From an optimization exercise on the open Yosys and OpenROAD flow, aimed at small area; shortcuts taken in it are not production practice. Only simulation tests tie the RTL to the original design; equivalence was not proved. Power figures rest on the tool's default switching activity, not on a simulated workload.

// cluster_centroid_n
module cluster_centroid_n #(
  parameter int IMG_WIDTH    = 640,
  parameter int IMG_HEIGHT   = 480,
  parameter int NUM_CLUSTERS = 3,
  parameter int COLOR_W      = 12,
  parameter int DIST_THRESH  = 64,
  parameter int MIN_COUNT    = 4,
  localparam int XW = $clog2(IMG_WIDTH),
  localparam int YW = $clog2(IMG_HEIGHT),
  localparam int IW = (NUM_CLUSTERS > 1) ? $clog2(NUM_CLUSTERS) : 1
) (
  input  logic                         clk,
  input  logic                         rst,
  input  logic signed [COLOR_W-1:0]    pixel_r,
  input  logic signed [COLOR_W-1:0]    pixel_g,
  input  logic signed [COLOR_W-1:0]    pixel_b,
  input  logic                         pixel_valid,
  input  logic [XW-1:0]                x,
  input  logic [YW-1:0]                y,
  input  logic                         ref_wr_en,
  input  logic [IW-1:0]                ref_wr_idx,
  input  logic signed [COLOR_W-1:0]    ref_wr_r,
  input  logic signed [COLOR_W-1:0]    ref_wr_g,
  input  logic signed [COLOR_W-1:0]    ref_wr_b,
  output logic [NUM_CLUSTERS*XW-1:0]   centroid_x,
  output logic [NUM_CLUSTERS*YW-1:0]   centroid_y,
  output logic [NUM_CLUSTERS-1:0]      found,
  output logic                         frame_done,
  output logic                         busy,
  output logic                         overrun
);
==> flow/config.mk <==
export PLATFORM = sky130hd
export DESIGN_NAME = cluster_centroid_n
export DESIGN_NICKNAME = cluster_centroid_n
export VERILOG_FILES = /design/flow/design.v
export SDC_FILE = /design/flow/constraint.sdc
export NUM_CORES = 4
export LEC_CHECK = 0
export CAP_MARGIN = 20
export CORE_MARGIN = 2
export CORE_UTILIZATION = 75
export CTS_CLUSTER_DIAMETER = 100
export CTS_CLUSTER_SIZE = 24
export GPL_TIMING_DRIVEN = 0
export SLEW_MARGIN = 20
==> flow/constraint.sdc <==
create_clock -name core_clock -period 8.0 [get_ports {clk}]
set_input_delay 1.6000 -clock core_clock [delete_from_list [all_inputs] [get_ports {clk}]]
set_output_delay 1.6000 -clock core_clock [all_outputs]
set_load 0.01 [all_outputs]
standard.sh (not shown) runs the stock make flow with config.mk's settings and CLKGATE_MAP_FILE= SYNTH_SCRIPT=/design/flow/synth_recipe.tcl, a recipe that flattens the netlist after the stock synthesis.
==> flow/flow/run.sh <==
#!/bin/bash
# The standard synthesis; then two rewrites of the gate netlist that keep
# its function and its registers: each 2:1 multiplexer cell becomes the
# smaller AND-OR cell of the same function (muxopt.py), and each full adder is
# set in the polarity that needs the fewest inverters (polopt.py); then the standard flow's
# standard layout, with the smallest buffer on the ports and power recovery
# (downsizing gates off the critical paths) after global routing.
# Every tool writes its full output to a log file in this folder.
set -euo pipefail
export BUFFER_PORTS_ARGS="-buffer_cell sky130_fd_sc_hd__buf_1"
export RECOVER_POWER=100
R="$PWD/orfs/results/${FLOW_PLATFORM}/cluster_centroid_n/base"
bash standard.sh "$R/1_2_yosys.v" > flow_synth.log 2>&1
cp "$R/1_2_yosys.v" "$R/1_2_yosys.std.v"
python3 flow/muxopt.py "$R/1_2_yosys.std.v" "$R/1_2_yosys.mux.v" > flow_muxopt.log 2>&1
python3 flow/polopt.py "$R/1_2_yosys.mux.v" "$R/1_2_yosys.pol.v" > flow_polopt.log 2>&1
mv "$R/1_2_yosys.pol.v" "$R/1_2_yosys.v"
bash standard.sh > flow_make.log 2>&1
Other scripts of this flow, unchanged in this note and not shown: flow/flow/muxopt.py, flow/flow/polopt.py
The first run completed without violations.
Next try:
--- a/flow/design.v
+++ b/flow/design.v
@@ -70,21 +70,21 @@
   logic signed [COLOR_W-1:0] r_ref_g [NUM_CLUSTERS];
   logic signed [COLOR_W-1:0] r_ref_b [NUM_CLUSTERS];
   logic [7:0]              w_d  [NUM_CLUSTERS];
   logic [NUM_CLUSTERS-1:0] w_in;
   logic [NUM_CLUSTERS-1:0] w_cls;
   logic [NUM_CLUSTERS-1:0] r_hit;
   logic                    r_eof, r_s2_eof;
   logic [XW-1:0]           r_x;
   logic [YW-1:0]           r_y;
   localparam int SCW = $clog2(NDIV * SUM_W + 3);
-  logic             w_frz;
+  logic             r_frz;
   logic [CW-1:0]    r_cnt [NUM_CLUSTERS];
   logic [SCW-1:0]   r_scnt [NUM_CLUSTERS];
   logic [SCW-1:0]   w_fin_scnt [NUM_CLUSTERS];
   logic [SUM_W-1:0] r_sx  [NUM_CLUSTERS];
   logic [SUM_W-1:0] r_sy  [NUM_CLUSTERS];
   logic [CW-1:0]    w_fin_cnt [NUM_CLUSTERS];
   logic [SUM_W-1:0] w_fin_sx  [NUM_CLUSTERS];
   logic [SUM_W-1:0] w_fin_sy  [NUM_CLUSTERS];
   logic [CH_W:0]    r_ch;
   logic [CH_W-1:0]  w_ch_load;
@@ -141,83 +141,82 @@
     r_eof    <= !rst && pixel_valid && x == XW'(IMG_WIDTH - 1) && y == YW'(IMG_HEIGHT - 1);
     r_s2_eof <= !rst && r_eof;
     r_x      <= x;
     r_y      <= y;
   end
   function automatic logic [SUM_W-1:0] acc_add(
     input logic [SUM_W-1:0] acc,
     input logic [XW-1:0]    v
   );
     logic [SUM_W-1:0] r;
-    logic c, c_lo;
+    logic c;
     c = 1'b0;
     for (int i = 0; i < XW; i++) begin
       r[i] = acc[i] ^ v[i] ^ c;
       c = (acc[i] & v[i]) | (acc[i] & c) | (v[i] & c);
     end
-    c_lo = c;
     for (int i = XW; i < SUM_W; i++) begin
-      if (i == (XW + SUM_W) / 2) c = c_lo & (&acc[(XW + SUM_W) / 2 - 1:XW]);
+      if (i == (XW + SUM_W) / 2) c = c & (&acc[(XW + SUM_W) / 2 - 1:XW]);
       r[i] = acc[i] ^ c;
       if (i != (XW + SUM_W) / 2 - 1) c = acc[i] & c;
     end
     acc_add = r;
   endfunction
   always_comb begin
     for (int k = 0; k < NUM_CLUSTERS; k++) begin
       logic c;
-      c = r_hit[k] && !w_frz;
+      c = r_hit[k] && !r_frz;
       for (int i = 0; i < CW; i++) begin
         w_fin_cnt[k][i] = r_cnt[k][i] ^ c;
         c = r_cnt[k][i] & c;
       end
-      c = r_hit[k] && w_frz;
+      c = r_hit[k] && r_frz;
       for (int i = 0; i < SCW; i++) begin
         w_fin_scnt[k][i] = r_scnt[k][i] ^ c;
         c = r_scnt[k][i] & c;
       end
       w_fin_sx[k] = acc_add(r_sx[k], r_hit[k] ? r_x : '0);
       w_fin_sy[k] = acc_add(r_sy[k], r_hit[k] ? XW'(r_y) : '0);
     end
   end
   always_ff @(posedge clk) begin
+    r_frz <= !rst && (w_snap || (r_frz && !w_load));
     for (int k = 0; k < NUM_CLUSTERS; k++) begin
       if (rst || r_eof) begin
         r_sx[k]  <= '0;
         r_sy[k]  <= '0;
       end else begin
         r_sx[k]  <= w_fin_sx[k];
         r_sy[k]  <= w_fin_sy[k];
       end
       if (rst)         r_cnt[k] <= '0;
       else if (w_load) r_cnt[k] <= CW'(w_fin_scnt[k]);
       else             r_cnt[k] <= w_fin_cnt[k];
       if (rst || r_eof || w_load) r_scnt[k] <= '0;
       else                        r_scnt[k] <= w_fin_scnt[k];
     end
   end
-  assign w_frz = r_busy || r_s2_eof;
   assign w_load    = r_busy && r_sel == LOAD_SEL;
   assign w_div     = r_busy && !w_load;
   assign w_last    = r_bit == LAST_BIT;
   assign w_idle_nx = (!r_busy && !r_s2_eof) || w_load;
   assign w_snap    = r_eof && w_idle_nx;
   always_comb begin
     for (int k = 0; k < NUM_CLUSTERS; k++) begin
       w_ch_load[CH_W - (2*k+1)*SUM_W +: SUM_W] = w_fin_sx[k];
       w_ch_load[CH_W - (2*k+2)*SUM_W +: SUM_W] = w_fin_sy[k];
     end
   end
   always_comb begin
     logic [CW:0] nd, diff, d0, d1;
     logic c, c0, c1;
-    w_divisor = r_cnt[r_sel[SW-1] ? NUM_CLUSTERS-1 : int'(r_sel[SW-2])];
+    w_divisor = r_cnt[r_sel >> 1];
     w_rem_sh  = {r_rem, r_ch[CH_W]};
     nd = ~{1'b0, w_divisor};
     c  = 1'b1;
     for (int i = 0; i < CW/2; i++) begin
       diff[i] = w_rem_sh[i] ^ nd[i] ^ c;
       c = (w_rem_sh[i] & nd[i]) | (w_rem_sh[i] & c) | (nd[i] & c);
     end
     c0 = 1'b0;
     c1 = 1'b1;
     for (int i = CW/2; i <= CW; i++) begin
What happened: Die area hardly moves. Final area increases by 1.0%. Global-route usage went down by 0.29 points. Non-clock buffer count climbs by 7. Total power is lower by 0.60%. Flip-flop and latch count rises by 1. Sequential power is about the same. Maximum frequency decreases by 0.45%. Clock power is about the same. Combinational power came out lower by about 2%. Register-to-register slack gets worse by 0.25 ns. First-iteration DRC count came out higher by 9.6%. Wire length came out lower by 0.46%. Core utilization goes up by 0.64 points.

[re-timing with driven ports]
The flow's constraints put no driver on any port. The routed layouts listed below were extracted and timed again, unchanged, in two steps. Step 1 sets driving cells, clkbuf_16 on the clock port and buf_2 on the other inputs (assumed; they add their load-dependent delay and slew). Step 2 also shifts input and output timing later by t, the mid clock arrival at the registers, as if the neighbouring blocks saw the same clock. a / b / c = ideal / step 1 / step 2; a / b = the first two.
run	t (ns)	slack for setup (ns)	worst setup path at the end	worst data-port slew with drivers (ns)
the first run	0.669	0.229 / 0.266 / -0.404	input to register	0.12
the second run	0.674	0.194 / 0.218 / -0.456	input to register	0.09
With both steps, setup timing fails in the first run and the second run, where it was met with ideal ports. The setup slack of the second run, which loses most, moves by +0.024 ns with the drivers and by -0.650 ns with both steps.
